Background: an optimization exercise with open tools, aiming at small area, a short achievable clock period and few clock cycles per item. Do not read the settings as production practice.
RTL that was checked went through simulation tests only; none was proved equivalent to the original.
Function not checked in run 5: the RTL went through the layout flow alone.
Power and IR drop assume default switching activity.

## flow/design.v

```verilog
package sigmoid_pkg;
  function automatic integer sig_one(input integer f);
    sig_one = 1 << f;
  endfunction
  function automatic integer sig_sat_pos(input integer f);
    sig_sat_pos = 4 << f;
  endfunction
  function automatic integer sig_sat_neg(input integer f);
    sig_sat_neg = -(4 << f);
  endfunction
endpackage
module sigmoid_core (
  input  logic [7:0] t,
  output logic [6:0] q
);
  wire t0 = (t[0] & t[5]) ^ (t[1] & t[4]);
  wire t1 = (t[0] & t[5]) & (t[1] & t[4]);
  wire t2 = (t[0] & t[6]) ^ (t[1] & t[5]);
  wire t3 = (t[0] & t[6]) & (t[1] & t[5]);
  wire t4 = (t[0] & t[7]) ^ (t[1] & t[6]) ^ (t[2] & t[5]);
  wire t5 = ((t[0] & t[7]) & (t[1] & t[6])) | ((t[0] & t[7]) & (t[2] & t[5])) | ((t[1] & t[6]) & (t[2] & t[5]));
  wire t6 = (t[1] & t[7]) ^ (t[2] & t[6]) ^ (t[3] & t[5]);
  wire t7 = ((t[1] & t[7]) & (t[2] & t[6])) | ((t[1] & t[7]) & (t[3] & t[5])) | ((t[2] & t[6]) & (t[3] & t[5]));
  wire t8 = (t[2] & t[7]) ^ (t[3] & t[6]) ^ (t[4] & t[5]);
  wire t9 = ((t[2] & t[7]) & (t[3] & t[6])) | ((t[2] & t[7]) & (t[4] & t[5])) | ((t[3] & t[6]) & (t[4] & t[5]));
  wire t10 = (t[0] & t[3]) ^ (t[1] & t[2]);
  wire t11 = (t[0] & t[3]) & (t[1] & t[2]);
  wire t12 = (t[0] & t[4]) ^ (t[1] & t[3]);
  wire t13 = (t[0] & t[4]) & (t[1] & t[3]);
  wire t14 = t0 ^ (t[2] & t[3]) ^ t[3];
  wire t15 = (t0 & (t[2] & t[3])) | (t0 & t[3]) | ((t[2] & t[3]) & t[3]);
  wire t16 = t1 ^ t2 ^ (t[2] & t[4]);
  wire t17 = (t1 & t2) | (t1 & (t[2] & t[4])) | (t2 & (t[2] & t[4]));
  wire t18 = t3 ^ t4 ^ (t[4] & ~t[3]);
  wire t19 = (t3 & t4) | (t3 & (t[4] & ~t[3])) | (t4 & (t[4] & ~t[3]));
  wire t20 = t5 ^ t6 ^ (t[3] & t[4]);
  wire t21 = (t5 & t6) | (t5 & (t[3] & t[4])) | (t6 & (t[3] & t[4]));
  wire t22 = t7 ^ t8 ^ t[5];
  wire t23 = (t7 & t8) | (t7 & t[5]) | (t8 & t[5]);
  wire t24 = t9 ^ (t[3] & t[7]) ^ (t[4] & t[6]);
  wire t25 = (t9 & (t[3] & t[7])) | (t9 & (t[4] & t[6])) | ((t[3] & t[7]) & (t[4] & t[6]));
  wire t26 = (t[4] & t[7]) ^ (t[5] & t[6]) ^ t[6];
  wire t27 = ((t[4] & t[7]) & (t[5] & t[6])) | ((t[4] & t[7]) & t[6]) | ((t[5] & t[6]) & t[6]);
  wire t28 = (t[0] & t[1]) ^ t[1];
  wire t29 = (t[0] & t[1]) & t[1];
  wire t30 = t10 ^ t[2];
  wire t31 = t10 & t[2];
  wire t32 = t11 ^ t12;
  wire t33 = t11 & t12;
  wire t34 = t13 ^ t14;
  wire t35 = t13 & t14;
  wire t36 = t15 ^ t16;
  wire t37 = t15 & t16;
  wire t38 = t17 ^ t18;
  wire t39 = t17 & t18;
  wire t40 = t19 ^ t20;
  wire t41 = t19 & t20;
  wire t42 = t21 ^ t22;
  wire t43 = t21 & t22;
  wire t44 = t23 ^ t24;
  wire t45 = t23 & t24;
  wire t46 = t25 ^ t26;
  wire t47 = t25 & t26;
  wire t48 = t27 ^ (t[5] & t[7]);
  wire t49 = t27 & (t[5] & t[7]);
  wire t50 = (t[6] & t[7]) ^ t[7];
  wire t51 = (t[6] & t[7]) & t[7];
  wire t52 = (t[0] & t[2]) & t29;
  wire t53 = (t[0] & t[2]) & t28;
  wire t54 = t33 | (t32 & t31);
  wire t55 = t32 & t30;
  wire t56 = t37 | (t36 & t35);
  wire t57 = t36 & t34;
  wire t58 = t41 | (t40 & t39);
  wire t59 = t40 & t38;
  wire t60 = t45 | (t44 & t43);
  wire t61 = t44 & t42;
  wire t62 = t49 | (t48 & t47);
  wire t63 = t48 & t46;
  wire t64 = t35 | (t34 & t54);
  wire t65 = t34 & t55;
  wire t66 = t56 | (t57 & t54);
  wire t67 = t57 & t55;
  wire t68 = t43 | (t42 & t58);
  wire t69 = t42 & t59;
  wire t70 = t60 | (t61 & t58);
  wire t71 = t61 & t59;
  wire t72 = t51 | (t50 & t62);
  wire t73 = t50 & t63;
  wire t74 = t31 | (t30 & t52);
  wire t75 = t54 | (t55 & t52);
  wire t76 = t64 | (t65 & t52);
  wire t77 = t66 | (t67 & t52);
  wire t78 = t47 | (t46 & t70);
  wire t79 = t46 & t71;
  wire t80 = t62 | (t63 & t70);
  wire t81 = t63 & t71;
  wire t82 = t72 | (t73 & t70);
  wire t83 = t73 & t71;
  wire t84 = t39 | (t38 & t77);
  wire t85 = t58 | (t59 & t77);
  wire t86 = t68 | (t69 & t77);
  wire t87 = t70 | (t71 & t77);
  wire t88 = t78 | (t79 & t77);
  wire t89 = t80 | (t81 & t77);
  wire t90 = t82 | (t83 & t77);
  wire t91 = (t[0] & t[2]) ^ t29;
  wire t92 = t30 ^ t52;
  wire t93 = t32 ^ t74;
  wire t94 = t34 ^ t75;
  wire t95 = t36 ^ t76;
  wire t96 = t38 ^ t77;
  wire t97 = t40 ^ t84;
  wire t98 = t42 ^ t85;
  wire t99 = t44 ^ t86;
  wire t100 = t46 ^ t87;
  wire t101 = t48 ^ t88;
  wire t102 = t50 ^ t89;
  assign q = {t90, t102, t101, t100, t99, t98, t97};
endmodule
module sigmoid_lane (
  input  logic        clk,
  input  logic        i_en,
  input  logic        i_mode,    
  input  logic [15:0] i_x,
  input  logic        r_mode,    
  output logic [15:0] o_y,
  output logic        o_sat
);
  logic       w_neg;
  logic       w_sat;
  logic [7:0] w_xs;      
  logic       w_lo;      
  logic [7:0] w_po;      
  logic [7:0] w_pa;      
  logic [7:0] w_t;
  assign w_neg = i_x[15];
  always_comb begin
    if (i_mode) begin
      w_sat = w_neg ? (~&i_x[14:9]  | ~|i_x[8:0]) : |i_x[14:9];
      w_xs  = i_x[8:1];
      w_lo  = i_x[0];
    end else begin
      w_sat = w_neg ? (~&i_x[14:10] | ~|i_x[9:0]) : |i_x[14:10];
      w_xs  = i_x[9:2];
      w_lo  = |i_x[1:0];
    end
    w_po[0] = 1'b0;
    w_pa[0] = 1'b1;
    for (int i = 1; i < 8; i++) begin
      w_po[i] = w_po[i-1] | w_xs[i-1];
      w_pa[i] = w_pa[i-1] & w_xs[i-1];
    end
    for (int i = 0; i < 8; i++)
      w_t[i] = w_xs[i] ^ (w_neg ? (w_lo & w_pa[i]) : w_po[i]);
    if (w_sat) w_t = 8'd1;
  end
  logic [7:0] r1_t;
  logic       r1_neg;
  logic       r1_sat;
  always_ff @(posedge clk) begin
    if (i_en) begin
      r1_t   <= w_t;
      r1_neg <= w_neg;
      r1_sat <= w_sat;
    end
  end
  logic [6:0] w_q;
  sigmoid_core u_core (
    .t (r1_t),
    .q (w_q)
  );
  logic [6:0] r2_q;
  logic       r2_t8;
  logic       r2_neg;
  logic       r2_sat;
  always_ff @(posedge clk) begin
    if (i_en) begin
      r2_q   <= w_q;
      r2_t8  <= ~|r1_t;
      r2_neg <= r1_neg;
      r2_sat <= r1_sat;
    end
  end
  logic [7:0] w_s;
  logic [8:0] w_sig;
  assign w_s   = {r2_t8, r2_q};
  assign w_sig = r2_neg ? {1'b0, w_s} : 9'd256 - {1'b0, w_s};
  always_comb begin
    if (r_mode) o_y = {{7{~w_sig[8] & ~w_sig[7]}}, w_sig[7:0], 1'b0} ^ 16'h0100;   
    else        o_y = {7'd0, w_sig};
  end
  assign o_sat = r2_sat;
endmodule
module sigmoid_pipe #(
  parameter int W     = 16,
  parameter int F     = W / 2,
  parameter int LANES = 4
) (
  input  logic               clk,
  input  logic               rst,
  input  logic               in_valid,
  output logic               in_ready,
  input  logic [LANES*W-1:0] in_data,
  input  logic               in_mode,
  output logic               out_valid,
  input  logic               out_ready,
  output logic [LANES*W-1:0] out_data,
  output logic [LANES-1:0]   out_sat
);
  logic       w_en;
  logic [1:0] r_vld;
  logic [1:0] r_mode;
  logic       w_mode;
  assign w_mode = in_mode;
  assign w_en      = !r_vld[1] || out_ready;
  assign in_ready  = w_en;
  assign out_valid = r_vld[1];
  always_ff @(posedge clk) begin
    if (rst)       r_vld <= '0;
    else if (w_en) r_vld <= {r_vld[0], in_valid};
  end
  always_ff @(posedge clk) begin
    if (w_en) r_mode <= {r_mode[0], w_mode};
  end
  for (genvar g = 0; g < LANES; g++) begin : g_lane
    sigmoid_lane u_lane (
      .clk    (clk),
      .i_en   (w_en),
      .i_mode (w_mode),
      .i_x    (in_data[g*W +: W]),
      .r_mode (r_mode[1]),
      .o_y    (out_data[g*W +: W]),
      .o_sat  (out_sat[g])
    );
  end
endmodule
```

## flow/flow/run.sh

```bash
#!/bin/bash
# Layout flow: the standard ORFS flow (standard.sh) with three changes:
#  - synthesis leaves the adders to ABC (no ADDER_MAP_FILE, so no fa/ha cells) and maps the
#    logic with ABC's area mapper (flow/abc_map.script) in place of ORFS's ABC script;
#    everything else in the synthesis, registers included, is the standard flow's own synth_recipe.tcl;
#  - port buffers use the platform's plain buf_1 cell instead of the one buffer_ports picks;
#  - clock tree: small clock buffers and no dummy loads.
# Each step's full output goes to a log file of its own here; ORFS keeps its per-step logs
# under orfs/logs/.
set -euo pipefail
W=$PWD
export BUFFER_PORTS_ARGS="-buffer_cell sky130_fd_sc_hd__buf_1"
export CTS_ARGS="-sink_clustering_enable -repair_clock_nets -dont_use_dummy_load -buf_list {sky130_fd_sc_hd__clkbuf_4 sky130_fd_sc_hd__clkbuf_8} -root_buf sky130_fd_sc_hd__clkbuf_8"

# synth_recipe.tcl with every "abc -script X ..." call given flow/abc_map.script as X
cat > "$W/synth_abc.tcl" <<TCL
proc abc {args} {
  set i [lsearch -exact \$args -script]
  if {\$i >= 0} { set args [lreplace \$args [expr {\$i + 1}] [expr {\$i + 1}] {$W/flow/abc_map.script}] }
  yosys abc {*}\$args
}
source {$W/synth_recipe.tcl}
TCL
sed "s#SYNTH_SCRIPT=[^ ]*#SYNTH_SCRIPT=$W/synth_abc.tcl ADDER_MAP_FILE=#" standard.sh > my_standard.sh
grep -q "SYNTH_SCRIPT=$W/synth_abc.tcl ADDER_MAP_FILE=" my_standard.sh

bash my_standard.sh synth > synth.log 2>&1
bash my_standard.sh > layout.log 2>&1
```

## flow/flow/abc_map.script

```
strash
dc2
dch -f
amap
topo
stime -c
buffer -c
upsize -c
dnsize -c
```

## flow/standard.sh

```bash
#!/bin/bash
# synth_recipe.tcl (not shown) runs the flow's synth.tcl, then flattens the netlist and writes it again
# the make line also repeats each setting of config.mk as NAME=value (left out here)
make -C /OpenROAD-flow-scripts/flow DESIGN_CONFIG=/design/flow/config.mk WORK_HOME=/design/flow/orfs CLKGATE_MAP_FILE= SYNTH_SCRIPT=/design/flow/synth_recipe.tcl "${@:-finish}"
```

## flow/config.mk

```make
export PLATFORM = sky130hd
export DESIGN_NAME = sigmoid_pipe
export DESIGN_NICKNAME = sigmoid_pipe
export VERILOG_FILES = /design/flow/design.v
export SDC_FILE = /design/flow/constraint.sdc
export NUM_CORES = 4
export LEC_CHECK = 0
export ABC_AREA = 1
export CAP_MARGIN = 20
export CORE_MARGIN = 2
export CORE_UTILIZATION = 40
export SETUP_SLACK_MARGIN = 3.2
export SLEW_MARGIN = 20
```

## flow/constraint.sdc

```tcl
create_clock -name core_clock -period 7.0 [get_ports {clk}]
set_input_delay 1.4000 -clock core_clock [delete_from_list [all_inputs] [get_ports {clk}]]
set_output_delay 1.4000 -clock core_clock [all_outputs]
set_load 0.01 [all_outputs]
```

==> metrics.cfg, run 1 <==
[outcome]
status=timing/DRC/antenna clean

[logic_synthesis]
ys_ff_latch=84
synthCells=1053
synthFlopType=edfxtp_1
synth.distinct_cells=53
yosys-top-cells-area=edfxtp_1, nor2_1, o21ai_0, a21oi_1, o22ai_1
yosysTopAreaCellShare_pct=33.6
ys_warn_count=2
synth.largest_area_cell=edfxtp_1
syn_area_per_cell_um2=6.95
synthArstFlopShare_pct=0
syn_nets=1122
synth-edff-count=82
ys_seq_area_share_pct=34.2
syn_area_mm2=0.00732

[clock_network]
cts_sinks=84
clock_path_buffers=2
numCtsBuffers=9
clk_latency_ps=360
clk_transition_reported_paths_ps=70
root_buffer=clkbuf_8
cts_tree=built
h-tree-depth=3

[route]
dr.first_iter.drc_count=438
route.vias.total=7389
firstDrtPassIters=5
wirelength_mm=16.6
wire_per_inst_um=11.8
ant_nets=0
drc=0
vias_per_cell=5.26

[sta]
rsz0062_at_grt=true
finalCritPeriodShare_pct=53.2
max-slew-margin-rel_pct=39.9
tightest_slew_ps=889
finalClockSkew_ps=19.6
fin_hold_ws_ps=425
finalHoldViolations=0
setup_viol_count_final=0
fmax_mhz=268
final_max_slew_viol_count=0
timing.final.ws_setup_ps=3270
setup_tns_ps=0
fin_crit_ps=3730

[worst_setup_path]
critical_path.endpoint_type=output pin
cp.arrival_ps=2330
timing.rr.start=g_lane[3].u_lane.r1_t[6]
start_kind=register
crit_start=g_lane[3].u_lane.r2_q[1]
path_class=reg2out
cp_max_fo=7
worstPathRequired_ps=5600

[cells_and_area]
drive_gt1_share_pct=10.8
n_antenna_cell=0
nNetsFinal=1247
nFillCells=1851
syn_to_final_growth_pct=14.9
fin_util_pct=46.8
mostFrequentLayoutCell=nor2_1
layout_common_cells=nor2_1, buf_1, nand2_1, o21ai_0, a21oi_1

[grt]
antenna_found_initial=0
grt_first_pass_wirelength_mm=28.4
grt_usage_pct=17.0
grt_max_degree=76
grt-ovfl-total=0
grt_pass1_vias=6166

[die]
die_w_um=139
pin_count=139
rows=49
start_util_pct=40.8
die-height_um=139
core-area_mm2=0.0180
die_area_mm2=0.0194

[hold_path]
min-delay-start=g_lane[0].u_lane.r1_sat
hold_class=reg2reg

[power]
p_leak_nw=3.16
ir_drop_v=0.0000689
cellPowerDensity_mw_per_mm2=149

[flow_run]
drv_cap=0

[place]
gp_congestion=0.853
dp_hpwl_mm=12.9
portBuffers=138
post-place-ws_ps=2790

layer usage:
layer / vias to the layer above / part of all wire, % / track usage (%)
met5: - / 0 / 0
met4: 0 / 0.85 / 3.99
met3: 7 / 5.3 / 2.37
met2: 215 / 37 / 22.4
met1: 3155 / 57 / 28.6
li1: 4012 / - / -
cell type report:
type	count	area, µm²	share of cell area [%]
timing repair buffer	158	767	9.12
clock buffer	9	124	1.47
sequential	84	2500	29.8
tap	229	287	3.41
multi-input combinational	819	4330	51.5
inverter	106	403	4.79
sequential cells by signal, indices dropped and copies added, names as in the netlist:
signal,flops
g_lane.u_lane.r1_neg,4
g_lane.u_lane.r1_sat,4
g_lane.u_lane.r1_t,32
g_lane.u_lane.r2_neg,4
g_lane.u_lane.r2_q,28
g_lane.u_lane.r2_sat,4
g_lane.u_lane.r2_t8,4
r_mode,2
r_vld,2
Yosys cell counts (all sizes together) (3+ instances only):
library cell / count
nand3: 12
nor3: 26
o221ai: 3
o21ai: 128
o211ai: 3
edfxtp: 82
a211oi: 15
and2: 4
and3: 4
o41ai: 3
o22ai: 68
o21a: 12
nand2b: 3
a21oi: 101
o22a: 3
nor2: 242
or3: 6
a31oi: 4
nor4: 9
a22oi: 18
inv: 104
clkbuf: 12
nor2b: 7
nand4: 9
a2111oi: 4
nand2: 114
buf: 32
o32ai: 6
report_power, final:
group / internal, mW / switching, mW
Combinational: 0.155 / 0.239
Sequential: 0.577 / 0.0238
Clock: 0.115 / 0.143
Total: 0.846 / 0.406
path summary, 6_finish.rpt:
| check | slack [ps] | endpoint | cells past startpoint |
|---|---|---|---|
| worst min-delay path | 430 | g_lane[0].u_lane.r2_sat | 0 |
| worst max-delay path | 3270 | out_data[57] | 10 |
| worst max register to register | 3790 | g_lane[3].u_lane.r2_q[5] | 23 |
| worst min register to register | 430 | g_lane[0].u_lane.r2_sat | 0 |
critical path: stages (launching register included):
cell	delay, ps
edfxtp_1	400
nor3_2	220
nand2_1	110
or3_4	350
nor2_1	90
nor2_1	50
nor2_1	90
a21oi_1	60
or2_4	250
nor2_4	230
buf_6	140
stage by stage:
stage               power, mW  area (µm²)  std cells
finish                   1.25        8410       1405
global route             1.33        8410       1405
CTS                      1.22        8190       1397
detailed placement      0.943        7900       1380
global placement        0.941        7900       1380
floorplan               0.871        7330       1053
repair_timing:
item | 4_1_cts | 5_1_grt
setup endpoints to repair | 31 | 38
setup buffers | 8 | 8
gates resized for setup | 32 | 59
gates cloned | 0 | 0
pin swaps | 1 | 16
hold buffers | 0 | 0
cell families (layout without fill, tap and decap cells):
family	Yosys count	after routing	share of synthesized area (%)
compound gates	380	380	31.1
flops	84	84	34.2
buf+inv	150	273	9.14
simple gates	438	438	25.3
xor+xnor	1	1	0.222
Testbench counts, summed over its fixed seeds: cycles 8,016, items 8,000.
==> inputs of run 2 (changes only) <==
--- a/flow/config.mk
+++ b/flow/config.mk
@@ -10,4 +10,4 @@
 export CORE_MARGIN = 2
 export CORE_UTILIZATION = 40
-export SETUP_SLACK_MARGIN = 3.2
+export SETUP_SLACK_MARGIN = 3.6
 export SLEW_MARGIN = 20
==> metrics.cfg, run 2 <==
[worst_setup_path]
cp_cell_sequence=nor3_2, nand2_1, or3_4, nor2_4, nor2_2, nor2_1, a21oi_2, or2_4, nor2_4, buf_2
start_kind=register
critical_path.endpoint_type=output pin
cp_max_fo=7  ; unchanged
path_buf_inv=1  ; unchanged
critPathMaxStageDelay_ps=410  ; about the same
cp_top_family=simple AND/OR/NAND/NOR gates
crit_start=g_lane[3].u_lane.r2_q[1]
slowest_stage=edfxtp_1
cpMostUsedCell=nor2_4
worstPathRequired_ps=5600  ; about the same
path_class=reg2out
timing.rr.start=g_lane[0].u_lane.r1_t[6]
cp.arrival_ps=2350  ; +20 ps

[die]
core-area_mm2=0.0180  ; unchanged
rows=49  ; unchanged
pin_count=139  ; unchanged
die-height_um=139  ; unchanged
die_w_um=139  ; unchanged
die_area_mm2=0.0194  ; unchanged
start_util_pct=40.8  ; unchanged

[sta]
final_max_slew_viol_count=0  ; unchanged
finalClockSkew_ps=18.6  ; -1.06 ps
tightest_slew_ps=820  ; -69.3 ps
setup_viol_count_final=0  ; unchanged
finalHoldViolations=0  ; unchanged
fin_hold_ws_ps=426  ; +0.630 ps
max-slew-margin-rel_pct=45.1  ; +5.1 points
timing.final.ws_setup_ps=3250  ; -25.8 ps
setup_tns_ps=0  ; unchanged
fmax_mhz=267  ; -0.69%
fin_crit_ps=3750  ; +25.8 ps
rsz0062_at_grt=true
finalCritPeriodShare_pct=53.6  ; +0.37 points

[grt]
grt_pass1_vias=6459  ; +4.8%
grt-ovfl-total=0  ; unchanged
grt_max_degree=58  ; -24%
grt_first_pass_wirelength_mm=29.0  ; +2.2%
antenna_found_initial=0  ; unchanged
grt_usage_pct=17.3  ; +0.31 points

[logic_synthesis]
synth.largest_area_cell=edfxtp_1
synth-edff-count=82  ; unchanged
synthTopCellsByCount=nor2_1, nand2_1, o21ai_0, a21oi_1, inv_1
synthFlopType=edfxtp_1
synthArstFlopShare_pct=0  ; unchanged
syn_area_per_cell_um2=6.95  ; unchanged
synth.most_common_cell=nor2_1
synthCells=1053  ; unchanged
synth.distinct_cells=53  ; unchanged
ys_ff_latch=84  ; unchanged
ys_seq_area_share_pct=34.2  ; unchanged
syn_area_mm2=0.00732  ; unchanged
yosysTopAreaCellShare_pct=33.6  ; unchanged
syn_nets=1122  ; unchanged
ys_warn_count=2  ; unchanged
yosys-top-cells-area=edfxtp_1, nor2_1, o21ai_0, a21oi_1, o22ai_1

[cells_and_area]
drive_gt1_share_pct=20.4  ; +9.6 points
n_antenna_cell=0  ; unchanged
layout_common_cells=nor2_1, nand2_1, buf_1
nNetsFinal=1289  ; +3.4%
reg_top3=g_lane.u_lane.r1_t x32, g_lane.u_lane.r2_q x28
syn_to_final_growth_pct=24.2
largest_register_ff_count=32  ; unchanged
mostFrequentLayoutCell=nor2_1
regMostFlops=g_lane.u_lane.r1_t
layout.cells.non_filler=1447  ; +3.0%
nFillCells=1815  ; -1.9%

[place]
post-place-ws_ps=2750  ; -37.1 ps
dp_hpwl_mm=13.0  ; +0.84%
placed_cells=1380  ; unchanged
gp_congestion=0.839  ; -1.7%
portBuffers=138  ; unchanged

[clock_network]
h-tree-depth=3  ; unchanged
cts_tree=built
clock_path_buffers=2  ; unchanged
clk_latency_ps=350  ; about the same
numCtsBuffers=9  ; unchanged
cts_sinks=84  ; unchanged
root_buffer=clkbuf_8
clk_transition_reported_paths_ps=70  ; about the same

[hold_path]
hold_class=reg2reg
min-delay-start=g_lane[0].u_lane.r1_sat

[flow_run]
drv_cap=0  ; unchanged

[route]
firstDrtPassIters=5  ; unchanged
dr.first_iter.drc_count=424  ; -3.2%
route.vias.total=7593  ; +2.8%
ant_nets=0  ; unchanged
wirelength_mm=17.7  ; +6.4%
drc=0  ; unchanged
wire_per_inst_um=12.2  ; +3.3%
vias_per_cell=5.25  ; -0.22%

[power]
ir_drop_v=0.0000740  ; +7.3%
power.total_mw=1.35  ; +8.1%
cellPowerDensity_mw_per_mm2=149  ; about the same
p_leak_nw=3.52  ; +11%

[outcome]
status=timing/DRC/antenna clean

[run 2: changes by cell type in the layout (fill, tap and decap cells not counted), sizes merged]
cell / previous run / this run
buf: 150 / 197
clkinvlp: 1 / 3
clkinv: 2 / 1
clkbuf: 17 / 11
[run 2: kinds of logic after synthesis]
family | count (synthesis) | share of synthesized area (%)
compound gates | 380 | 31.1
simple gates | 438 | 25.3
flops | 84 | 34.2
xor+xnor | 1 | 0.222
buf+inv | 150 | 9.14
[run 2: metrics by stage]
step,utilization [%],cell area [µm²]
global placement,44.6,8010
global route,50.6,9090
CTS,48.4,8700
detailed placement,44.6,8010
finish,50.6,9090
floorplan,-,7450
[run 2: final cells by class]
type	count	area, µm²	area share (%)
clock buffer	9	124	1.36
inverter	106	420	4.62
multi-input combinational	819	4580	50.4
sequential	84	2500	27.5
tap	229	287	3.15
timing repair buffer	199	1170	12.9
timing repair inverter	1	5.00	0.0550
[run 2: metal layers]
metal,share of wire (%),vias up,track usage (%)
li1,-,4096,-
met4,0.99,0,4.78
met2,41,204,25.0
met1,53,3281,27.5
met5,0,-,0
met3,5.0,12,1.72
[run 2: path summary, 6_finish.rpt]
check | endpoint | slack, ps | cells past startpoint
setup / recovery | out_data[60] | 3250 | 10
hold / removal | g_lane[0].u_lane.r2_sat | 430 | 0
setup reg to reg | g_lane[0].u_lane.r2_q[5] | 3850 | 21
hold reg to reg | g_lane[0].u_lane.r2_sat | 430 | 0
[run 2: power breakdown]
part / total (mW) / internal (mW) / switching (mW) / leakage, nW
sequential: 0.603 / 0.577 / 0.0262 / 0.929
combinational: 0.492 / 0.221 / 0.271 / 2.53
clock: 0.259 / 0.115 / 0.144 / 0.0647
total: 1.35 / 0.912 / 0.442 / 3.52
[run 2: what timing repair did]
item	4_1_cts	5_1_grt
cloned	1	0
hold buffers	0	0
setup endpoints to repair	86	87
pin swaps	30	15
setup buffers	40	17
gates resized for setup	106	86
==> inputs of run 3 (changes only) <==
--- a/flow/config.mk
+++ b/flow/config.mk
@@ -10,4 +10,4 @@
 export CORE_MARGIN = 2
 export CORE_UTILIZATION = 40
-export SETUP_SLACK_MARGIN = 3.6
+export SETUP_SLACK_MARGIN = 2.8
 export SLEW_MARGIN = 20
==> metrics.cfg, run 3 <==
[logic_synthesis]
syn_nets=1122  ; unchanged
synth.most_common_cell=nor2_1
ys_warn_count=2  ; unchanged
yosys-top-cells-area=edfxtp_1, nor2_1, o21ai_0, a21oi_1, o22ai_1
syn_area_per_cell_um2=6.95  ; unchanged
synth.largest_area_cell=edfxtp_1
ys_seq_area_share_pct=34.2  ; unchanged
synthTopCellsByCount=nor2_1, nand2_1, o21ai_0, a21oi_1, inv_1
yosysTopAreaCellShare_pct=33.6  ; unchanged
synthFlopType=edfxtp_1
ys_ff_latch=84  ; unchanged
synthArstFlopShare_pct=0  ; unchanged
syn_area_mm2=0.00732  ; unchanged
synthCells=1053  ; unchanged
synth-edff-count=82  ; unchanged
synth.distinct_cells=53  ; unchanged

[die]
start_util_pct=40.8  ; unchanged
rows=49  ; unchanged
core-area_mm2=0.0180  ; unchanged
die_w_um=139  ; unchanged
die-height_um=139  ; unchanged
pin_count=139  ; unchanged
die_area_mm2=0.0194  ; unchanged

[route]
wirelength_mm=16.3  ; -7.8%
vias_per_cell=5.26  ; +0.22%
firstDrtPassIters=5  ; unchanged
drc=0  ; unchanged
route.vias.total=7305  ; -3.8%
dr.first_iter.drc_count=464  ; +9.4%
wire_per_inst_um=11.7  ; -4.0%
ant_nets=0  ; unchanged

[cells_and_area]
layout_common_cells=nor2_1, buf_1, nand2_1, o21ai_0, a21oi_1
n_antenna_cell=0  ; unchanged
reg_top3=g_lane.u_lane.r1_t x32, g_lane.u_lane.r2_q x28
drive_gt1_share_pct=5.00  ; -15 points
layout.cells.non_filler=1389  ; -4.0%
largest_register_ff_count=32  ; unchanged
regMostFlops=g_lane.u_lane.r1_t
nFillCells=1915  ; +5.5%
nNetsFinal=1231  ; -4.5%
register_area_mm2=0.00250  ; unchanged
fin_util_pct=44.7  ; -5.9 points
syn_to_final_growth_pct=9.66
multi_input_comb_area_mm2=0.00417  ; -9.1%
mostFrequentLayoutCell=nor2_1

[sta]
fin_crit_ps=3980  ; +234 ps
rsz0062_at_grt=false
finalClockSkew_ps=20.2  ; +1.58 ps
setup_viol_count_final=0  ; unchanged
fmax_mhz=251  ; -5.9%
finalHoldViolations=0  ; unchanged
max-slew-margin-rel_pct=34.3  ; -11 points
setup_tns_ps=0  ; unchanged
tightest_slew_ps=986  ; +166 ps
finalCritPeriodShare_pct=56.9  ; +3.3 points
final_max_slew_viol_count=0  ; unchanged
timing.final.ws_setup_ps=3020  ; -234 ps

[grt]
grt_usage_pct=16.6  ; -0.73 points
grt_pass1_vias=6042  ; -6.5%
grt-ovfl-total=0  ; unchanged
grt_first_pass_wirelength_mm=27.8  ; -4.2%
grt_max_degree=83  ; +43%
antenna_found_initial=0  ; unchanged

[worst_setup_path]
crit_start=g_lane[0].u_lane.r2_q[0]
slowest_stage=edfxtp_1
timing.rr.start=g_lane[0].u_lane.r1_t[5]
worstPathRequired_ps=5600  ; about the same
cp_top_family=simple AND/OR/NAND/NOR gates
start_kind=register
cp_cell_sequence=nor3_1, nand2b_1, or3_1, nor2_1, nor2_1, o21ai_0, nand2_1, a21oi_2, buf_1
cpMostUsedCell=nor2_1
cp.arrival_ps=2580  ; +230 ps
critPathMaxStageDelay_ps=440  ; +30 ps
path_class=reg2out
cp_max_fo=7  ; unchanged
path_buf_inv=1  ; unchanged
critical_path.endpoint_type=output pin

[clock_network]
numCtsBuffers=9  ; unchanged
ctsHoldBuffers=0  ; unchanged
clock_path_buffers=2  ; unchanged
root_buffer=clkbuf_8
clk_transition_reported_paths_ps=70  ; about the same
h-tree-depth=3  ; unchanged
cts_sinks=84  ; unchanged
clk_latency_ps=360  ; about the same
cts_tree=built

[place]
placed_cells=1380  ; unchanged
portBuffers=138  ; unchanged
dp_hpwl_mm=12.8  ; -1.2%
post-place-ws_ps=2850  ; +101 ps
gp_congestion=0.818  ; -2.5%

[hold_path]
min-delay-start=g_lane[0].u_lane.r1_sat
hold_class=reg2reg

[power]
p_leak_nw=2.93  ; -17%
ir_drop_v=0.0000826  ; +12%
cellPowerDensity_mw_per_mm2=149  ; +0.21%

[outcome]
status=timing/DRC/antenna clean

[flow_run]
drv_cap=0  ; unchanged

## run 3: changes by cell type in the layout (fill, tap and decap cells not counted), moves of 10 or more
cell / delta
a21oi_1: +10
buf_1: +47
buf_2: -37
buf_4: -36
buf_6: -28
nor2_1: +24
nor2_2: -10
nor2_4: -14
o21ai_0: +21
o21ai_2: -14
## run 3: cell families after synthesis
group	count (synthesis)	synth area share [%]
and+or+nand+nor	438	25.3
xor gates and xnor gates	1	0.222
buffers and inverters	150	9.14
DFF	84	34.2
AOI/OAI and AO/OA	380	31.1
## run 3: layout make-up
cell class	instances	area share [%]
clock buffers	9	1.54
inverters	106	5.00
multi-input cells	819	51.9
flip-flops and latches	84	31.2
well taps	229	3.57
repair buffers	142	6.83
## run 3: timing repair
action,in CTS,in global routing
endpoints found under the setup margin,0,28
buffers inserted,0,0
gates resized for setup,0,6
## run 3: worst paths after layout
path | endpoint | slack, ps | depth (start not counted)
max reg2reg | g_lane[0].u_lane.r2_q[5] | 3730 | 20
min | g_lane[0].u_lane.r2_sat | 430 | 0
min reg2reg | g_lane[0].u_lane.r2_sat | 430 | 0
max | out_data[11] | 3020 | 9
## run 3: stage by stage
stage	instance area (µm²)	hold slack [ps]	power, mW
final	8030	425	1.20
after global routing	8030	431	1.28
after CTS	8010	424	1.21
after detailed placement	7890	406	0.943
after global placement	7890	403	0.940
after floorplan	7320	400	0.870
## run 3: power by group
group	internal [mW]	switching, mW	leakage, nW
logic	0.113	0.224	1.94
clock network	0.115	0.146	0.0647
registers	0.577	0.0235	0.929
## run 3: layer usage
layer	wire, µm	track usage (%)	vias up
met2	5870	22.0	212
met5	0	0	-
met4	167	4.52	0
met3	989	2.13	10
li1	-	-	3996
met1	9270	27.6	3087
==> inputs of run 4 (changes only) <==
--- a/flow/config.mk
+++ b/flow/config.mk
@@ -10,4 +10,4 @@
 export CORE_MARGIN = 2
 export CORE_UTILIZATION = 40
-export SETUP_SLACK_MARGIN = 2.8
+export SETUP_SLACK_MARGIN = 3.4
 export SLEW_MARGIN = 20
==> metrics.cfg, run 4 <==
[outcome]
status=timing/DRC/antenna clean

[sta]
finalClockSkew_ps=21.3  ; +1.10 ps
rsz0062_at_grt=true
tightest_slew_ps=909  ; -77.1 ps
fin_crit_ps=3720  ; -265 ps
max-slew-margin-rel_pct=38.6  ; +4.3 points
final_max_slew_viol_count=0  ; unchanged
setup_tns_ps=0  ; unchanged
finalCritPeriodShare_pct=53.1  ; -3.8 points
setup_viol_count_final=0  ; unchanged
fmax_mhz=269  ; +7.1%
fin_hold_ws_ps=426  ; +0.516 ps
finalHoldViolations=0  ; unchanged

[die]
core-area_mm2=0.0180  ; unchanged
die_w_um=139  ; unchanged
start_util_pct=40.8  ; unchanged
rows=49  ; unchanged
die_area_mm2=0.0194  ; unchanged
pin_count=139  ; unchanged
die-height_um=139  ; unchanged

[cells_and_area]
n_antenna_cell=0  ; unchanged
mostFrequentLayoutCell=nor2_1
multi_input_comb_area_mm2=0.00446  ; +7.1%
syn_to_final_growth_pct=19.8
regMostFlops=g_lane.u_lane.r1_t
nNetsFinal=1270  ; +3.2%
reg_top3=g_lane.u_lane.r1_t x32, g_lane.u_lane.r2_q x28
register_area_mm2=0.00250  ; unchanged
largest_register_ff_count=32  ; unchanged
final_area_mm2=0.00877  ; +9.2%
layout_common_cells=nor2_1, nand2_1, o21ai_0, buf_1, a21oi_1
drive_gt1_share_pct=15.3  ; +10 points
nFillCells=1840  ; -3.9%

[logic_synthesis]
ys_ff_latch=84  ; unchanged
synth-edff-count=82  ; unchanged
syn_area_mm2=0.00732  ; unchanged
ys_seq_area_share_pct=34.2  ; unchanged
yosysTopAreaCellShare_pct=33.6  ; unchanged
synth.most_common_cell=nor2_1
syn_area_per_cell_um2=6.95  ; unchanged
yosys-top-cells-area=edfxtp_1, nor2_1, o21ai_0, a21oi_1, o22ai_1
synthArstFlopShare_pct=0  ; unchanged
ys_warn_count=2  ; unchanged
synth.largest_area_cell=edfxtp_1
synthTopCellsByCount=nor2_1, nand2_1, o21ai_0, a21oi_1, inv_1
syn_nets=1122  ; unchanged
synthFlopType=edfxtp_1
synth.distinct_cells=53  ; unchanged
synthCells=1053  ; unchanged

[route]
wl_met1_mm=9.55  ; +3.0%
route.vias.total=7512  ; +2.8%
wirelength_mm=17.8  ; +9.0%
ant_nets=0  ; unchanged
wire_per_inst_um=12.4  ; +6.0%
dr.first_iter.drc_count=416  ; -10%
top_layer=met4
wl_met3_um=902  ; -8.8%
drc=0  ; unchanged
firstDrtPassIters=5  ; unchanged
vias_per_cell=5.26  ; about the same
wl_met2_mm=7.08  ; +21%

[clock_network]
cts_sinks=84  ; unchanged
ctsHoldBuffers=0  ; unchanged
clk_transition_reported_paths_ps=80  ; about the same
numCtsBuffers=9  ; unchanged
root_buffer=clkbuf_8
clock_path_buffers=2  ; unchanged
cts_tree=built
h-tree-depth=3  ; unchanged
clk_latency_ps=350  ; about the same

[worst_setup_path]
critPathMaxStageDelay_ps=400  ; -40 ps
timing.rr.start=g_lane[1].u_lane.r1_t[5]
cp_max_fo=7  ; unchanged
critical_path.endpoint_type=output pin
start_kind=register
crit_start=g_lane[3].u_lane.r2_q[2]
path_class=reg2out
regToRegSetupSlack_ps=3810  ; +80 ps
rr_worst_depth=19  ; -5.0%
r2r_end=g_lane[1].u_lane.r2_q[5]
cp_cell_sequence=nor3_2, nand2_1, or3_4, nor2_4, nor2_2, nor2_2, a21oi_2, or2_4, nor2_4, buf_6
slowest_stage=edfxtp_1
cp-endpoint=out_data[58]
worstPathRequired_ps=5600  ; about the same
cp.arrival_ps=2320  ; -260 ps

[grt]
grt_usage_pct=17.7  ; +1.1 points
grt_max_degree=62  ; -25%
grt_pass1_vias=6252  ; +3.5%
antenna_found_initial=0  ; unchanged
grt_first_pass_wirelength_mm=29.2  ; +5.0%
grt-ovfl-total=0  ; unchanged

[place]
gp_congestion=0.835  ; +2.1%
portBuffers=138  ; unchanged
dp_hpwl_mm=13.1  ; +2.4%
placed_area_mm2=0.00790  ; +0.17%

[power]
p_leak_nw=3.33  ; +13%
power.total_mw=1.31  ; +9.7%
cellPowerDensity_mw_per_mm2=150  ; +0.42%
ir_drop_v=0.0000760  ; -8.0%

[hold_path]
hold_class=reg2reg

[flow_run]
drv_cap=0  ; unchanged

-- run 4: cell counts after synthesis --
Identical to the previous run, type by type.
-- run 4: worst min-delay path by stage --
stage | from | end | slack (ps) | depth (start not counted)
detailed placement | g_lane[2].u_lane.r1_sat | g_lane[2].u_lane.r2_sat | 410 | 0
global placement | g_lane[2].u_lane.r1_sat | g_lane[2].u_lane.r2_sat | 400 | 0
global route | g_lane[2].u_lane.r1_sat | g_lane[2].u_lane.r2_sat | 430 | 0
CTS | g_lane[2].u_lane.r1_sat | g_lane[2].u_lane.r2_sat | 430 | 0
floorplan | g_lane[0].u_lane.r1_neg | g_lane[0].u_lane.r2_neg | 400 | 0
finish | g_lane[2].u_lane.r1_sat | g_lane[2].u_lane.r2_sat | 430 | 0
-- run 4: logic make-up (layout without fill, tap and decap cells) --
group	after synthesis	in the layout	synth area share, %
flip-flops	84	84	34.2
AND/OR/NAND/NOR	438	438	25.3
AO/OA/AOI/OAI	380	380	31.1
XOR/XNOR	1	1	0.222
buffers and inverters	150	296	9.14
-- run 4: area by class of cell --
| cell class | count | area share [%] |
|---|---|---|
| tap | 229 | 3.27 |
| timing repair buffer | 179 | 11.2 |
| sequential | 84 | 28.5 |
| inverter | 106 | 4.62 |
| timing repair inverter | 2 | 0.114 |
| multi-input combinational | 819 | 50.9 |
| clock buffer | 9 | 1.41 |
-- run 4: power breakdown --
| group | internal [mW] | total [mW] | leakage, nW | switching [mW] |
|---|---|---|---|---|
| registers | 0.577 | 0.603 | 0.929 | 0.0262 |
| logic | 0.191 | 0.449 | 2.33 | 0.258 |
| clock network | 0.115 | 0.262 | 0.0647 | 0.147 |
-- run 4: routing by layer --
| layer | up-vias | global-route usage (%) |
|---|---|---|
| met2 | 215 | 25.7 |
| met4 | 0 | 4.89 |
| li1 | 4057 | - |
| met3 | 16 | 1.72 |
| met5 | - | 0 |
| met1 | 3224 | 27.9 |
-- run 4: timing repair --
| action | 4_1_cts | 5_1_grt |
|---|---|---|
| endpoints found under the setup margin | 89 | 56 |
| pin swaps | 19 | 20 |
| cloned | 2 | 0 |
| buffers inserted | 30 | 8 |
| gates resized for setup | 73 | 62 |
-- run 4: worst max-delay path: cells and delay by family, from the launching register on --
| kind | cells | cell delay [ps] |
|---|---|---|
| and+or+nand+nor | 8 | 1400 |
| buffers and inverters | 1 | 140 |
| AOI/OAI and AO/OA | 1 | 50 |
| DFF | 1 | 400 |
-- run 4: metrics by stage --
stage	setup WS, ps	util, %	cells
6_report	3280	48.8	1428
5_1_grt	3120	48.8	1428
4_1_cts	3250	47.2	1420
3_5_place_dp	2470	44.0	1379
3_3_place_gp	2540	44.0	1379
2_1_floorplan	3070	-	1053
==> inputs of run 5 (changes only) <==
--- a/flow/design.v
+++ b/flow/design.v
@@ -167,27 +167,23 @@
   end
   logic [6:0] w_q;
+  logic [7:0] w_s;
+  logic [8:0] w_sig;
   sigmoid_core u_core (
     .t (r1_t),
     .q (w_q)
   );
-  logic [6:0] r2_q;
-  logic       r2_t8;
-  logic       r2_neg;
+  assign w_s   = {~|r1_t, w_q};
+  assign w_sig = r1_neg ? {1'b0, w_s} : 9'd256 - {1'b0, w_s};
+  logic [8:0] r2_sig;
   logic       r2_sat;
   always_ff @(posedge clk) begin
     if (i_en) begin
-      r2_q   <= w_q;
-      r2_t8  <= ~|r1_t;
-      r2_neg <= r1_neg;
+      r2_sig <= w_sig;
       r2_sat <= r1_sat;
     end
   end
-  logic [7:0] w_s;
-  logic [8:0] w_sig;
-  assign w_s   = {r2_t8, r2_q};
-  assign w_sig = r2_neg ? {1'b0, w_s} : 9'd256 - {1'b0, w_s};
   always_comb begin
-    if (r_mode) o_y = {{7{~w_sig[8] & ~w_sig[7]}}, w_sig[7:0], 1'b0} ^ 16'h0100;   
-    else        o_y = {7'd0, w_sig};
+    if (r_mode) o_y = {{7{~r2_sig[8] & ~r2_sig[7]}}, ~r2_sig[7], r2_sig[6:0], 1'b0};   
+    else        o_y = {7'd0, r2_sig};
   end
   assign o_sat = r2_sat;
--- a/flow/config.mk
+++ b/flow/config.mk
@@ -10,4 +10,4 @@
 export CORE_MARGIN = 2
 export CORE_UTILIZATION = 40
-export SETUP_SLACK_MARGIN = 3.4
+export SETUP_SLACK_MARGIN = 3.2
 export SLEW_MARGIN = 20
==> metrics.cfg, run 5 <==
[power]
switching_share_pct=32.9  ; +0.063 points
clkPwrFrac_pct=21.9  ; +2.0 points
ir_drop_v=0.0000746  ; -1.9%
cellPowerDensity_mw_per_mm2=138  ; -8.1%
p_leak_nw=3.19  ; -4.2%
comb_power_share_pct=28.7  ; -5.5 points
power_switching_uw=409  ; -5.2%
internal-power_uw=835  ; -5.4%
pwr-share-seq_pct=49.3  ; +3.4 points

[clock_network]
cts_tree=built
clk_latency_ps=370  ; +20 ps
cts_sinks=84  ; unchanged
h-tree-depth=3  ; unchanged
ctsHoldBuffers=0  ; unchanged
root_buffer=clkbuf_8
clock_path_buffers=2  ; unchanged
numCtsBuffers=9  ; unchanged
clk_transition_reported_paths_ps=80  ; about the same

[flow_run]
drv_cap=0  ; unchanged

[worst_setup_path]
cpMostUsedCell=a21oi_2
worstPathRequired_ps=7110  ; +1510 ps
critical_path.endpoint_type=register
slowest_stage=edfxtp_1
cp_top_family=simple AND/OR/NAND/NOR gates
cp_cell_sequence=inv_2, nor2_4, inv_4, nor3_4, nor2b_4, a21oi_2, and3_4, nor2_4, nor2_2, a21oi_2, o221a_1, a21oi_2, nor2_2, a21oi_2, nor2_2, a21oi_2, a21oi_2, or3_4, nor2b_4, nand2_2, nor2_4, nand2_2, a21o_1
cp_max_fo=5  ; -2
cp.arrival_ps=3860  ; +1540 ps
critPathMaxStageDelay_ps=440  ; +40 ps
path_buf_inv=2  ; +1
start_kind=register
path_class=reg2reg

[cells_and_area]
mostFrequentLayoutCell=nor2_1
nNetsFinal=1308  ; +3.0%
syn_to_final_growth_pct=19.9
largest_register_ff_count=36  ; +13%
layout_common_cells=nor2_1, buf_1, inv_1, a21oi_1, edfxtp_1
nFillCells=1874  ; +1.8%
reg_top3=g_lane.u_lane.r2_sig x36, g_lane.u_lane.r1_t x32
n_antenna_cell=0  ; unchanged
regMostFlops=g_lane.u_lane.r2_sig
drive_gt1_share_pct=17.4  ; +2.1 points

[route]
vias_per_cell=5.32  ; +1.2%
firstDrtPassIters=5  ; unchanged
route.vias.total=7830  ; +4.2%
drc=0  ; unchanged
wire_per_inst_um=13.0  ; +4.2%
wirelength_mm=19.1  ; +7.3%
dr.first_iter.drc_count=424  ; +1.9%
ant_nets=0  ; unchanged

[grt]
grt_max_degree=67  ; +8.1%
grt_pass1_vias=6544  ; +4.7%
grt_usage_pct=17.9  ; +0.16 points
grt-ovfl-total=0  ; unchanged
antenna_found_initial=0  ; unchanged
grt_first_pass_wirelength_mm=29.3  ; +0.47%

[logic_synthesis]
synthCells=1085  ; +3.0%
yosysTopAreaCellShare_pct=32.7  ; -0.92 points
synth-edff-count=82  ; unchanged
syn_area_per_cell_um2=6.94  ; -0.21%
synthArstFlopShare_pct=0  ; unchanged
ys_warn_count=2  ; unchanged
ys_ff_latch=84  ; unchanged
syn_area_mm2=0.00753  ; +2.8%
synthFlopType=edfxtp_1
ys_seq_area_share_pct=33.2  ; -0.94 points
yosys-top-cells-area=edfxtp_1, nor2_1, a21oi_1, o22ai_1, inv_1
synth.most_common_cell=nor2_1
synth.largest_area_cell=edfxtp_1
syn_nets=1154  ; +2.9%
synthTopCellsByCount=nor2_1, a21oi_1, inv_1, nand2_1, edfxtp_1
synth.distinct_cells=61  ; +15%

[place]
gp_congestion=0.867  ; +3.8%
portBuffers=138  ; unchanged
dp_hpwl_mm=14.0  ; +6.6%
post-place-ws_ps=2540  ; +65.7 ps

[sta]
fmax_mhz=267  ; -0.77%
timing.final.ws_setup_ps=3250  ; -28.8 ps
final_max_slew_viol_count=0  ; unchanged
setup_viol_count_final=0  ; unchanged
setup_tns_ps=0  ; unchanged
finalClockSkew_ps=20.6  ; -0.670 ps
tightest_slew_ps=823  ; -86.1 ps
finalHoldViolations=0  ; unchanged
max-slew-margin-rel_pct=44.7  ; +6.1 points
fin_crit_ps=3750  ; +28.8 ps
rsz0062_at_grt=true
finalCritPeriodShare_pct=53.6  ; +0.41 points

[hold_path]
hold_class=reg2reg

[die]
die-height_um=141  ; +1.4%
rows=50  ; +2.0%
die_w_um=141  ; +1.4%
pin_count=139  ; unchanged
start_util_pct=40.5  ; -0.24 points
core-area_mm2=0.0186  ; +3.4%
die_area_mm2=0.0199  ; +2.7%

[outcome]
status=timing/DRC/antenna clean

## run 5: changes by cell type after synthesis, sizes merged, moves of 4 or more
| cell | previous run | this run |
|---|---|---|
| a21oi | 101 | 120 |
| inv | 104 | 132 |
| nand2 | 114 | 89 |
| o22ai | 68 | 76 |
| o21ai | 128 | 92 |
| nor2 | 242 | 271 |
| nor2b | 7 | 17 |
| and2 | 4 | 8 |
| a22oi | 18 | 11 |
| a2111oi | 4 | 0 |
| nor3 | 26 | 34 |
## run 5: per-stage QoR
| stage | instances | instance area [µm²] | hold WS [ps] | utilization, % | power [mW] |
|---|---|---|---|---|---|
| floorplan | 1085 | 7540 | 400 | - | 0.869 |
| global placement | 1414 | 8100 | 401 | 43.6 | 0.940 |
| detailed placement | 1414 | 8100 | 405 | 43.6 | 0.942 |
| CTS | 1428 | 8290 | 420 | 44.6 | 1.22 |
| global route | 1471 | 9030 | 432 | 48.6 | 1.32 |
| finish | 1471 | 9030 | 421 | 48.6 | 1.24 |
## run 5: layout make-up
cell class                      instances  area [µm²]  area share, %
Multi-Input combinational cell        820        4660           51.6
Clock buffer                            9         124           1.37
Tap cell                              234         293           3.24
Timing Repair Buffer                  190         923           10.2
Sequential cell                        84        2500           27.7
Inverter                              134         531           5.88
## run 5: repair_timing
action	in CTS	in global routing
buffers inserted	5	43
pin swaps	0	49
setup endpoints to repair	76	34
endpoints found under the hold margin	0	0
gates resized for setup	8	120
## run 5: worst paths after layout
| path | slack, ps | endpoint | cells after the start | start |
|---|---|---|---|---|
| hold reg to reg | 420 | g_lane[2].u_lane.r2_sat | 0 | g_lane[2].u_lane.r1_sat |
| setup reg to reg | 3250 | g_lane[1].u_lane.r2_sig[7] | 23 | g_lane[1].u_lane.r1_t[1] |
| setup / recovery | 3250 | g_lane[1].u_lane.r2_sig[7] | 23 | g_lane[1].u_lane.r1_t[1] |
| hold / removal | 420 | g_lane[2].u_lane.r2_sat | 0 | g_lane[2].u_lane.r1_sat |
## run 5: worst register-to-register path, stage by stage, from the launching register on
cell and delay (ps):
edfxtp_1 440, inv_2 80, nor2_4 120, inv_4 60
nor3_4 230, nor2b_4 70, a21oi_2 160, and3_4 220
nor2_4 50, nor2_2 110, a21oi_2 50, o221a_1 230
a21oi_2 140, nor2_2 70, a21oi_2 150, nor2_2 60
a21oi_2 180, a21oi_2 90, or3_4 400, nor2b_4 140
nand2_2 100, nor2_4 130, nand2_2 70, a21o_1 160
## run 5: kinds of logic (layout without fill, tap and decap cells)
kind of cell,Yosys count,count (layout),synth area share (%)
flip-flops,84,84,33.2
AND/OR/NAND/NOR,461,461,27.1
AO/OA/AOI/OAI,359,359,29.2
buffers and inverters,181,333,10.4
## run 5: metal layers
| layer | GRT usage [%] | routed length, µm | vias to the layer above |
|---|---|---|---|
| met3 | 2.72 | 1010 | 21 |
| met4 | 5.74 | 301 | 0 |
| met1 | 22.8 | 8550 | 3462 |
| met2 | 31.2 | 9190 | 227 |
| li1 | - | - | 4120 |
| met5 | 0 | 0 | - |
## run 5: power groups by stage
stage,clock (mW),sequential [mW],combinational (mW)
after global placement,0,0.630,0.311
after detailed placement,0,0.630,0.312
final,0.272,0.614,0.357
after global routing,0.300,0.618,0.401
after CTS,0.283,0.614,0.323
after floorplan,0,0.618,0.250
==> inputs of run 6 (changes only) <==
--- a/flow/design.v
+++ b/flow/design.v
@@ -167,23 +167,40 @@
   end
   logic [6:0] w_q;
-  logic [7:0] w_s;
-  logic [8:0] w_sig;
   sigmoid_core u_core (
     .t (r1_t),
     .q (w_q)
   );
-  assign w_s   = {~|r1_t, w_q};
-  assign w_sig = r1_neg ? {1'b0, w_s} : 9'd256 - {1'b0, w_s};
-  logic [8:0] r2_sig;
+  logic [6:0] r2_q;
+  logic       r2_t8;
+  logic       r2_neg;
   logic       r2_sat;
   always_ff @(posedge clk) begin
     if (i_en) begin
-      r2_sig <= w_sig;
+      r2_q   <= w_q;
+      r2_t8  <= ~|r1_t;
+      r2_neg <= r1_neg;
       r2_sat <= r1_sat;
     end
   end
+  logic [7:0] w_p;
+  logic [8:0] w_sig;
+  logic       w_pos;
+  assign w_pos = ~r2_neg;
   always_comb begin
-    if (r_mode) o_y = {{7{~r2_sig[8] & ~r2_sig[7]}}, ~r2_sig[7], r2_sig[6:0], 1'b0};   
-    else        o_y = {7'd0, r2_sig};
+    w_p[0] = 1'b0;
+    w_p[1] = r2_q[0];
+    w_p[2] = |r2_q[1:0];
+    w_p[3] = |r2_q[2:0];
+    w_p[4] = |r2_q[3:0];
+    w_p[5] = w_p[4] | r2_q[4];
+    w_p[6] = w_p[4] | (|r2_q[5:4]);
+    w_p[7] = w_p[4] | (|r2_q[6:4]);
+    for (int i = 0; i < 7; i++) w_sig[i] = r2_q[i] ^ (w_pos & w_p[i]);
+    w_sig[7] = r2_t8 | (w_pos & w_p[7]);
+    w_sig[8] = w_pos & ~r2_t8 & ~w_p[7];
+  end
+  always_comb begin
+    if (r_mode) o_y = {{7{~w_sig[8] & ~w_sig[7]}}, ~w_sig[7], w_sig[6:0], 1'b0};   
+    else        o_y = {7'd0, w_sig};
   end
   assign o_sat = r2_sat;
==> flow/flow/abc_map.script (replaced) <==
strash
&get -n
&deepsyn -T 60
&put
dch -f
amap
topo
stime -c
buffer -c
upsize -c
dnsize -c
==> metrics.cfg, run 6 <==
[worst_setup_path]
critPathMaxStageDelay_ps=600  ; +160 ps
cp_max_fo=53  ; +48
cp.arrival_ps=2260  ; -1600 ps
cp_top_family=buffers and inverters
worstPathRequired_ps=5600  ; -1510 ps
start_kind=register
cp_cell_sequence=buf_4, inv_1, nor3_1, buf_1
path_class=reg2out
critical_path.endpoint_type=output pin
slowest_stage=nor3_1
path_buf_inv=3  ; +1

[cells_and_area]
nNetsFinal=1162  ; -11%
regMostFlops=g_lane.u_lane.r1_t
layout_common_cells=nor2_1, buf_1, inv_1, nand2_1, a21oi_1
n_antenna_cell=0  ; unchanged
syn_to_final_growth_pct=12.1
reg_top3=g_lane.u_lane.r1_t x32, g_lane.u_lane.r2_q x28
mostFrequentLayoutCell=nor2_1
drive_gt1_share_pct=7.33  ; -10 points
nFillCells=1801  ; -3.9%
largest_register_ff_count=32  ; -11%

[sta]
max-slew-margin-rel_pct=35.3  ; -9.5 points
setup_tns_ps=0  ; unchanged
final_max_slew_viol_count=0  ; unchanged
finalCritPeriodShare_pct=52.3  ; -1.3 points
rsz0062_at_grt=true
fin_hold_ws_ps=426  ; +5.39 ps
finalHoldViolations=0  ; unchanged
fmax_mhz=273  ; +2.4%
tightest_slew_ps=971  ; +148 ps
finalClockSkew_ps=23.8  ; +3.21 ps
setup_viol_count_final=0  ; unchanged
fin_crit_ps=3660  ; -88.9 ps

[logic_synthesis]
syn_area_mm2=0.00701  ; -6.9%
synth.distinct_cells=49  ; -20%
syn_nets=1043  ; -9.6%
synth.most_common_cell=nor2_1
yosysTopAreaCellShare_pct=35.1  ; +2.4 points
yosys-top-cells-area=edfxtp_1, nor2_1, a21oi_1, inv_1, nand2_1
synthArstFlopShare_pct=0  ; unchanged
syn_area_per_cell_um2=7.19  ; +3.7%
ys_seq_area_share_pct=35.7  ; +2.5 points
synthTopCellsByCount=nor2_1, inv_1, nand2_1, a21oi_1, edfxtp_1
ys_ff_latch=84  ; unchanged
synthCells=974  ; -10%
ys_warn_count=2  ; unchanged
synth.largest_area_cell=edfxtp_1
synth-edff-count=82  ; unchanged
synthFlopType=edfxtp_1

[clock_network]
numCtsBuffers=9  ; unchanged
clock_path_buffers=2  ; unchanged
clk_transition_reported_paths_ps=70  ; about the same
ctsHoldBuffers=0  ; unchanged
root_buffer=clkbuf_8
clk_latency_ps=360  ; about the same
h-tree-depth=3  ; unchanged
cts_sinks=84  ; unchanged
cts_tree=built

[die]
die-height_um=136  ; -3.4%
start_util_pct=40.6  ; +0.13 points
pin_count=139  ; unchanged
die_w_um=136  ; -3.4%
rows=48  ; -4.0%
core-area_mm2=0.0172  ; -7.2%
die_area_mm2=0.0186  ; -6.7%

[route]
firstDrtPassIters=4  ; -1
ant_nets=0  ; unchanged
vias_per_cell=5.14  ; -3.4%
wirelength_mm=15.2  ; -20%
wire_per_inst_um=11.6  ; -11%
route.vias.total=6767  ; -14%
drc=0  ; unchanged
dr.first_iter.drc_count=392  ; -7.5%

[power]
cellPowerDensity_mw_per_mm2=160  ; +16%
p_leak_nw=2.88  ; -9.6%
ir_drop_v=0.0000779  ; +4.5%

[grt]
grt_max_degree=83  ; +24%
antenna_found_initial=0  ; unchanged
grt_first_pass_wirelength_mm=25.3  ; -14%
grt_pass1_vias=5430  ; -17%
grt-ovfl-total=0  ; unchanged
grt_usage_pct=16.4  ; -1.5 points

[flow_run]
drv_cap=0  ; unchanged

[place]
gp_congestion=0.834  ; -3.8%
dp_hpwl_mm=11.9  ; -15%
portBuffers=138  ; unchanged

[hold_path]
hold_class=reg2reg

[outcome]
status=timing/DRC/antenna clean

## run 6: cell count changes in the layout (fill, tap and decap cells not counted), moves of 10 or more
| cell | previous run | this run |
|---|---|---|
| a21oi_2 | 28 | 2 |
| buf_4 | 50 | 14 |
| inv_1 | 102 | 91 |
| nand2_1 | 77 | 90 |
| nor2_1 | 238 | 209 |
| nor2_2 | 26 | 3 |
| o21a_1 | 10 | 20 |
| o21ai_1 | 21 | 41 |
| o22a_1 | 1 | 20 |
| o22ai_1 | 72 | 46 |
## run 6: cell type report
class | instances | area (µm²) | area share (%)
clock buffers | 9 | 124 | 1.58
inverters | 116 | 454 | 5.78
multi-input cells | 730 | 3860 | 49.1
flip-flops and latches | 84 | 2500 | 31.9
well taps | 225 | 282 | 3.59
repair buffers | 152 | 634 | 8.08
## run 6: metal layers
| metal | share of wire, % | up-vias | track usage [%] |
|---|---|---|---|
| li1 | - | 3711 | - |
| met1 | 56 | 2850 | 27.1 |
| met5 | 0 | - | 0 |
| met3 | 5.0 | 14 | 1.45 |
| met2 | 37 | 192 | 21.7 |
| met4 | 1.8 | 0 | 5.79 |
## run 6: cells by family (layout without fill, tap and decap cells)
logic type             count (synthesis)  in the layout  synth area share, %
AND/OR/NAND/NOR                      388            388                 23.7
AO/OA/AOI/OAI                        342            342                 30.2
buffers and inverters                160            277                 10.3
flip-flops                            84             84                 35.7
## run 6: path summary, 6_finish.rpt
path | from | to | slack [ps] | cells past startpoint
max | r_mode[1] | out_data[15] | 3340 | 4
max reg2reg | g_lane[0].u_lane.r1_t[5] | g_lane[0].u_lane.r2_q[5] | 3730 | 21
min reg2reg | g_lane[0].u_lane.r1_sat | g_lane[0].u_lane.r2_sat | 430 | 0
min | g_lane[0].u_lane.r1_sat | g_lane[0].u_lane.r2_sat | 430 | 0
## run 6: through the flow
stage	std cells	worst slack, ps	util, %	power, mW	cell area, µm²
after floorplan	974	3070	-	0.897	7020
after global placement	1295	2310	43.8	0.980	7550
after detailed placement	1295	2260	43.8	0.983	7550
after CTS	1304	3240	44.6	1.24	7690
after global routing	1316	3020	45.6	1.34	7850
final	1316	3340	45.6	1.25	7850
## run 6: what timing repair did
action | 4_1_cts | 5_1_grt
pin swaps | 0 | 1
endpoints found under the setup margin | 15 | 49
setup buffers | 0 | 12
resized for setup | 3 | 17
## run 6: where the power goes
group	switching, mW	leakage [nW]	total, mW	internal, mW
Combinational	0.237	1.89	0.382	0.145
Sequential	0.0292	0.926	0.615	0.586
Clock	0.141	0.0647	0.255	0.115
Testbench counts of run 6, summed over its fixed seeds: cycles 8,016, items 8,000.
==> inputs of run 7 (changes only) <==
==> flow/flow/abc_map.script (replaced) <==
strash
dc2
dch -f
amap
topo
stime -c
buffer -c
upsize -c
dnsize -c
--- a/flow/config.mk
+++ b/flow/config.mk
@@ -9,5 +9,5 @@
 export CAP_MARGIN = 20
 export CORE_MARGIN = 2
-export CORE_UTILIZATION = 40
+export CORE_UTILIZATION = 65
 export SETUP_SLACK_MARGIN = 3.2
 export SLEW_MARGIN = 20
==> metrics.cfg, run 7 <==
[logic_synthesis]
synthTopCellsByCount=nor2_1, nand2_1, inv_1, a21oi_1, edfxtp_1
synth.most_common_cell=nor2_1
syn_nets=1098  ; +5.3%
ys_ff_latch=84  ; unchanged
yosysTopAreaCellShare_pct=33.9  ; -1.2 points
synth.distinct_cells=47  ; -4.1%
ys_seq_area_share_pct=34.5  ; -1.3 points
synthCells=1029  ; +5.6%
synthArstFlopShare_pct=0  ; unchanged
yosys-top-cells-area=edfxtp_1, nor2_1, o22ai_1, a21oi_1, nand2_1
synthFlopType=edfxtp_1
ys_warn_count=2  ; unchanged
syn_area_per_cell_um2=7.06  ; -1.9%
synth-edff-count=82  ; unchanged
syn_area_mm2=0.00726  ; +3.7%
synth.largest_area_cell=edfxtp_1

[worst_setup_path]
path_class=reg2out
cp_max_fo=16  ; -70%
cp.arrival_ps=2310  ; +50 ps
critical_path.endpoint_type=output pin
start_kind=register
worstPathRequired_ps=5600  ; about the same

[cells_and_area]
mostFrequentLayoutCell=nor2_1
nNetsFinal=1215  ; +4.6%
largest_register_ff_count=32  ; unchanged
regMostFlops=g_lane.u_lane.r1_t
layout_common_cells=nor2_1, buf_1, nand2_1, inv_1
multi_input_comb_area_mm2=0.00419  ; +8.6%
reg_top3=g_lane.u_lane.r1_t x32, g_lane.u_lane.r2_q x28
register_area_mm2=0.00250  ; unchanged
drive_gt1_share_pct=8.92  ; +1.6 points
syn_to_final_growth_pct=10.9
n_antenna_cell=0  ; unchanged
nFillCells=880  ; -51%

[power]
switching_share_pct=34.9  ; +2.4 points
power_switching_uw=475  ; +17%
pwr-share-seq_pct=47.5  ; -1.6 points
comb_power_share_pct=33.9  ; +3.4 points
ir_drop_v=0.000100  ; +29%
internal-power_uw=886  ; +4.8%
cellPowerDensity_mw_per_mm2=169  ; +6.0%
p_leak_nw=2.98  ; +3.5%
clkPwrFrac_pct=18.6  ; -1.8 points

[clock_network]
cts_sinks=84  ; unchanged
clk_latency_ps=360  ; about the same
numCtsBuffers=9  ; unchanged
clk_transition_reported_paths_ps=70  ; about the same
h-tree-depth=3  ; unchanged
ctsHoldBuffers=0  ; unchanged
root_buffer=clkbuf_8
cts_tree=built
clock_path_buffers=2  ; unchanged

[route]
route.vias.total=7362  ; +8.8%
dr.first_iter.drc_count=375  ; -4.3%
wirelength_mm=15.4  ; +1.1%
ant_nets=0  ; unchanged
drc=0  ; unchanged
wire_per_inst_um=12.0  ; +3.6%
firstDrtPassIters=5  ; +1
vias_per_cell=5.73  ; +12%

[sta]
fin_crit_ps=3710  ; +46.8 ps
setup_viol_count_final=0  ; unchanged
fin_hold_ws_ps=431  ; +4.34 ps
finalClockSkew_ps=27.7  ; +3.94 ps
rsz0062_at_grt=true
final_max_slew_viol_count=0  ; unchanged
finalCritPeriodShare_pct=53.0  ; +0.67 points
max-slew-margin-rel_pct=45.3  ; +10 points
setup_tns_ps=0  ; unchanged
fmax_mhz=270  ; -1.3%
finalHoldViolations=0  ; unchanged
tightest_slew_ps=817  ; -154 ps

[die]
start_util_pct=66.7  ; +26 points
rows=38  ; -21%
die_w_um=110  ; -20%
die-height_um=110  ; -20%
pin_count=139  ; unchanged
core-area_mm2=0.0109  ; -37%
die_area_mm2=0.0120  ; -35%

[flow_run]
drv_cap=0  ; unchanged

[grt]
grt_first_pass_wirelength_mm=25.0  ; -1.1%
grt-ovfl-total=0  ; unchanged
antenna_found_initial=0  ; unchanged
grt_pass1_vias=5883  ; +8.3%
grt_usage_pct=25.6  ; +9.1 points
grt_max_degree=85  ; +2.4%

[place]
dp_hpwl_mm=11.5  ; -3.3%
portBuffers=138  ; unchanged
gp_congestion=0.884  ; +5.9%

[outcome]
status=timing/DRC/antenna clean

[hold_path]
hold_class=reg2reg

-- run 7: cell types whose count changed in the layout (fill, tap and decap cells not counted), sizes merged, moves of 5 or more --
| cell | delta |
|---|---|
| nand2 | +10 |
| a2111oi | -8 |
| nor2 | +9 |
| nor4 | +5 |
| a21boi | +9 |
| o21ai | +11 |
| o22ai | +27 |
| or2 | -5 |
| buf | -5 |
| a22oi | +16 |
| nand3 | +5 |
| a211o | +6 |
| o22a | -20 |
-- run 7: cell type report --
class,count,share of cell area [%]
clock buffers,9,1.54
inverters,118,5.64
multi-input cells,784,52.0
flip-flops and latches,84,31.1
well taps,140,2.17
repair buffers,147,7.47
repair inverters,2,0.124
-- run 7: power by group through the flow --
stage | logic (mW) | clock network [mW] | registers (mW)
2_1_floorplan | 0.343 | 0 | 0.637
3_3_place_gp | 0.422 | 0 | 0.650
3_5_place_dp | 0.426 | 0 | 0.652
4_1_cts | 0.439 | 0.262 | 0.641
5_1_grt | 0.524 | 0.278 | 0.652
6_report | 0.462 | 0.253 | 0.646
-- run 7: routing by layer --
metal	share of wire, %	track usage (%)
met4	0.96	7.32
met2	43	39.6
met3	6.3	2.85
met1	50	37.9
met5	0	0
-- run 7: timing repair --
item	4_1_cts	5_1_grt
gates cloned	1	1
buffers inserted	2	4
pin swaps	0	0
setup endpoints to repair	61	50
resized for setup	18	23
-- run 7: final timing paths --
path / startpoint / to / depth (start not counted) / slack [ps]
hold / removal: g_lane[0].u_lane.r1_sat / g_lane[0].u_lane.r2_sat / 0 / 430
hold reg to reg: g_lane[0].u_lane.r1_sat / g_lane[0].u_lane.r2_sat / 0 / 430
setup / recovery: r_mode[1] / out_data[58] / 3 / 3290
setup reg to reg: g_lane[1].u_lane.r1_t[6] / g_lane[1].u_lane.r2_q[5] / 22 / 3690
-- run 7: logic make-up after synthesis --
kind of cell              Yosys count  share of synthesized area (%)
DFF                                84                           34.5
xor gates and xnor gates            1                          0.224
and+or+nand+nor                   403                           23.6
buffers and inverters             161                           9.77
AOI/OAI and AO/OA                 380                           32.0
-- run 7: worst max-delay path, cell delays in order (launching register included) --
cell,delay [ps]
edfxtp_1,690
clkinvlp_4,470
nor3_1,600
buf_1,210
-- run 7: stage by stage --
step / setup WS (ps) / cell area [µm²] / power (mW) / std cells / util [%]
3_3_place_gp: 2990 / 7720 / 1.07 / 1267 / 70.9
6_report: 3290 / 8050 / 1.36 / 1284 / 74.0
3_5_place_dp: 2970 / 7720 / 1.08 / 1267 / 70.9
2_1_floorplan: 3070 / 7270 / 0.980 / 1029 / -
5_1_grt: 3020 / 8050 / 1.45 / 1284 / 74.0
4_1_cts: 3220 / 7910 / 1.34 / 1279 / 72.7

re-timing with driven ports:
How much do the figures lean on ideal ports? The routed layouts below were timed once more, with nothing changed but the port constraints.
Step 1 (the two cells are an assumption about what drives the block):
set clk [get_ports {clk}]
set_driving_cell -lib_cell sky130_fd_sc_hd__clkbuf_16 $clk
set_driving_cell -lib_cell sky130_fd_sc_hd__buf_2 [delete_from_list [all_inputs] $clk]
Step 2 adds t to the input delays and takes it off the output delays; t is the mean of the earliest and latest rising clock arrival at the registers after step 1. Input paths then give back, and output paths get back, about the clock's delay inside the block.
a / b / c = ideal ports / drivers / drivers and shift; a / b = the first two.
| run | t (ns) | setup WS [ns] | worst hold slack (ns) | slew at the worst register clock pin (ns) | cell pins on the clock port's net |
|---|---|---|---|---|---|
| run 1 | 0.381 | 3.275 / 3.239 / 3.131 | 0.425 / 0.425 / 0.425 | 0.09 / 0.09 | 1 |
| run 2 | 0.380 | 3.249 / 3.212 / 3.527 | 0.426 / 0.426 / 0.426 | 0.08 / 0.08 | 1 |
| run 3 | 0.380 | 3.015 / 2.980 / 2.781 | 0.425 / 0.425 / 0.425 | 0.09 / 0.09 | 1 |
| run 4 | 0.379 | 3.280 / 3.242 / 3.192 | 0.426 / 0.426 / 0.426 | 0.08 / 0.08 | 1 |
| run 5 | 0.390 | 3.251 / 3.251 / 3.134 | 0.421 / 0.421 / 0.421 | 0.09 / 0.09 | 1 |
| run 6 | 0.379 | 3.340 / 3.306 / 3.098 | 0.426 / 0.426 / 0.426 | 0.08 / 0.08 | 1 |
| run 7 | 0.378 | 3.293 / 3.259 / 3.254 | 0.431 / 0.431 / 0.431 | 0.09 / 0.09 | 1 |
After both steps setup and hold are still met in every run listed. For run 6, which loses most, drivers alone change the setup slack by -0.034 ns; drivers and shift together by -0.242 ns.
